This design comes from an exercise in tuning for a short achievable clock period and few clock cycles on the open sky130 flow, not from production work. In this exercise RTL edits were held to simulation tests only and were not proved equivalent to the original. Power is estimated from default activity; no workload was simulated.

lane 2:
## rv_core
module rv_core (
    input  logic              clk,
    input  logic              reset,
    output rv_pkg::word_t     instr_addr,
    input  rv_pkg::word_t     instr_data,
    output logic              wb_valid,
    output rv_pkg::reg_addr_t wb_rd,
    output rv_pkg::word_t     wb_data
);
For scale: ~18,000 cells after synthesis, ~3,400 flip-flops, roughly 100 I/O pins.
Settings: LEC_CHECK=0, ABC_CLOCK_PERIOD_IN_PS=3000, CAP_MARGIN=40, CORE_MARGIN=2, CORE_UTILIZATION=40, SETUP_SLACK_MARGIN=3.8, SLEW_MARGIN=40; clock period 7.0 ns.
run.sh (not shown) runs the stock make flow with config.mk's settings and CLKGATE_MAP_FILE= SYNTH_SCRIPT=/design/flow/synth_recipe.tcl, a recipe that flattens the netlist after the stock synthesis.
Testbench counts of lane 2, summed over its fixed seeds: cycles 15,694.
#### Input delta (lane 5 over lane 2)
-- flow/design.v --
<<< lane 2, line 219
    assign imm_s     = {{20{instr_data[31]}}, instr_data[31:25], instr_data[11:7]};
    assign br_off    = {instr_data[7], instr_data[30:25], instr_data[11:9]};
    assign rv1 = (rs1 == 5'd0) ? 32'd0 :
                 (res_valid && res_rd == rs1) ? res_data : regs[rs1];
    assign rv2 = (rs2 == 5'd0) ? 32'd0 :
                 (res_valid && res_rd == rs2) ? res_data : regs[rs2];
    assign ex_wv = ex_we && !ex_kill;
    assign fwd1  = ex_wv && ex_rd == rs1;
>>> lane 5, line 219
    assign imm_s     = {{20{instr_data[31]}}, instr_data[31:25], instr_data[11:7]};
    assign br_off    = {instr_data[7], instr_data[30:25], instr_data[11:9]};
    logic [31:0] regs_rd [32];
    always_comb begin
        regs_rd[0] = '0;
        for (int r = 1; r < 32; r++) regs_rd[r] = regs[r];
    end
    assign rv1 = (res_valid && res_rd == rs1) ? res_data : regs_rd[rs1];
    assign rv2 = (res_valid && res_rd == rs2) ? res_data : regs_rd[rs2];
    assign ex_wv = ex_we && !ex_kill;
    assign fwd1  = ex_wv && ex_rd == rs1;
<<< lane 2, line 230
    assign stall    = ((is_load || is_store) && fwd1) || (is_addop && (fwd1 || (is_reg && fwd2)));
    assign mimm     = is_store ? imm_s[7:0] : imm_i[7:0];
    assign ma   = rv1[7:2];
    assign mb   = mimm[7:2];
>>> lane 5, line 233
    assign stall    = ((is_load || is_store) && fwd1) || (is_addop && (fwd1 || (is_reg && fwd2)));
    assign mimm     = is_store ? imm_s[7:0] : imm_i[7:0];
    logic [63:0] s0;
    assign ma   = rv1[7:2];
    assign mb   = mimm[7:2];
<<< lane 2, line 243
            kw    = 6'(w);
            cneed = mt ^ kw;
            cgen[0] = mcin;
            for (int i = 1; i < 6; i++) cgen[i] = kw[i-1] ? mg[i-1] : mp[i-1];
            msel[w] = &(cneed ~^ cgen);
        end
    end
>>> lane 5, line 247
            kw    = 6'(w);
            cneed = mt ^ kw;
            cgen[0] = 1'b0;
            for (int i = 1; i < 6; i++) cgen[i] = kw[i-1] ? mg[i-1] : mp[i-1];
            s0[w] = &(cneed ~^ cgen);
        end
        for (int w = 0; w < 64; w++) begin
            msel[w] = mcin ? s0[(w + 63) % 64] : s0[w];
        end
    end
<<< lane 2, line 306
                  | ({32{ex_xor}} & (op_a ^ op_b))
                  | ({32{ex_or}}  & (op_a | op_b))
                  | ({32{ex_and}} & (op_a & op_b))
                  | ({32{ex_load}} & ld_data);
    assign result = ({32{ex_add | ex_sub}} & sum) | ({32{ex_slt}} & {31'd0, lt}) | other;
    logic eq_ab;
    logic eq_ar;
>>> lane 5, line 313
                  | ({32{ex_xor}} & (op_a ^ op_b))
                  | ({32{ex_or}}  & (op_a | op_b))
                  | ({32{ex_and}} & (op_a & op_b));
    assign result = ex_load ? ld_data
                  : (({32{ex_add | ex_sub}} & sum) | ({32{ex_slt}} & {31'd0, lt}) | other);
    logic eq_ab;
    logic eq_ar;
<<< lane 2, line 326
    assign alt_pc     = ex_pred ? ex_seq : ex_tgt;
    assign mispredict = ex_branch && !ex_kill && (taken != ex_pred);
    always_ff @(posedge clk) begin
        if (reset) begin
            pc <= '0;
        end else if (mispredict) begin
            pc <= alt_pc;
        end else if (pred) begin
            pc <= pc_tgt;
        end else if (!stall) begin
            pc <= pc_seq;
        end
    end
    always_ff @(posedge clk) begin
>>> lane 5, line 333
    assign alt_pc     = ex_pred ? ex_seq : ex_tgt;
    assign mispredict = ex_branch && !ex_kill && (taken != ex_pred);
    logic sel_alt;
    logic sel_tgt;
    logic sel_hold;
    logic sel_seq;
    assign sel_alt  = !reset && mispredict;
    assign sel_tgt  = !reset && !mispredict && pred;
    assign sel_hold = !reset && !mispredict && stall;
    assign sel_seq  = !reset && !mispredict && !pred && !stall;
    always_ff @(posedge clk) begin
        pc <= ({10{sel_alt}} & alt_pc) | ({10{sel_tgt}} & pc_tgt)
            | ({10{sel_hold}} & pc) | ({10{sel_seq}} & pc_seq);
    end
    always_ff @(posedge clk) begin
### Flow results
- Compared lane 5 against lane 2; xor and xnor fraction of the mapped netlist area within noise.
- Of lane 5 and lane 2, lane 2 shows the lower sequential fraction of design power, with lane 5 above it.
- Compared with lane 2, lane 5 shows a biggest cell delay along the critical path that is 0.12 ns lower.
- Compared with lane 2, in lane 5 non-clock buffer count lost 416; total power consumption of the routed design moved down.
- As far as sequential cell count is concerned, lane 2 and lane 5 perform about the same.
- The maximum clock frequency of lane 5 is higher than that of lane 2.
- Switching power share of the total down 1.5 points in lane 5 wrt lane 2
- Looking at cell depth of the worst flop-to-flop path across lane 5 and lane 2, the one that comes out higher is lane 2.
- Lane 5 gives less period utilization than lane 2 did.
- Looking at unique cell type count in the Yosys netlist, lane 5 sits 10 below lane 2.
Testbench counts of lane 5, summed over its fixed seeds: cycles 15,694.

==> afterwards: timing with drivers on the ports <==
In the flow no input, the clock included, has a driving cell. The finished layouts below were timed again as built, in two steps.
Step 1: set_driving_cell puts a clkbuf_16 on clk and a buf_2 on each other input, an assumption about the parent block.
Step 2 also shifts input and output timing later by t, the mid clock arrival at the registers, as if the neighbouring blocks saw the same clock.
a / b / c = ideal / step 1 / step 2; a / b = the first two.
| run | t (ns) | slack for setup (ns) | worst setup path after step 2 | clock arrival spread, ns |
|---|---|---|---|---|
| lane 2 | 1.116 | 2.736 / 2.775 / 1.659 | input to register | 0.143 / 0.144 |
| lane 5 | 1.137 | 3.443 / 3.352 / 2.214 | input to register | 0.082 / 0.081 |
After both steps every run listed still meets setup and hold. The setup slack of lane 5, which loses most, moves by -0.091 ns with the drivers and by -1.229 ns with both steps.
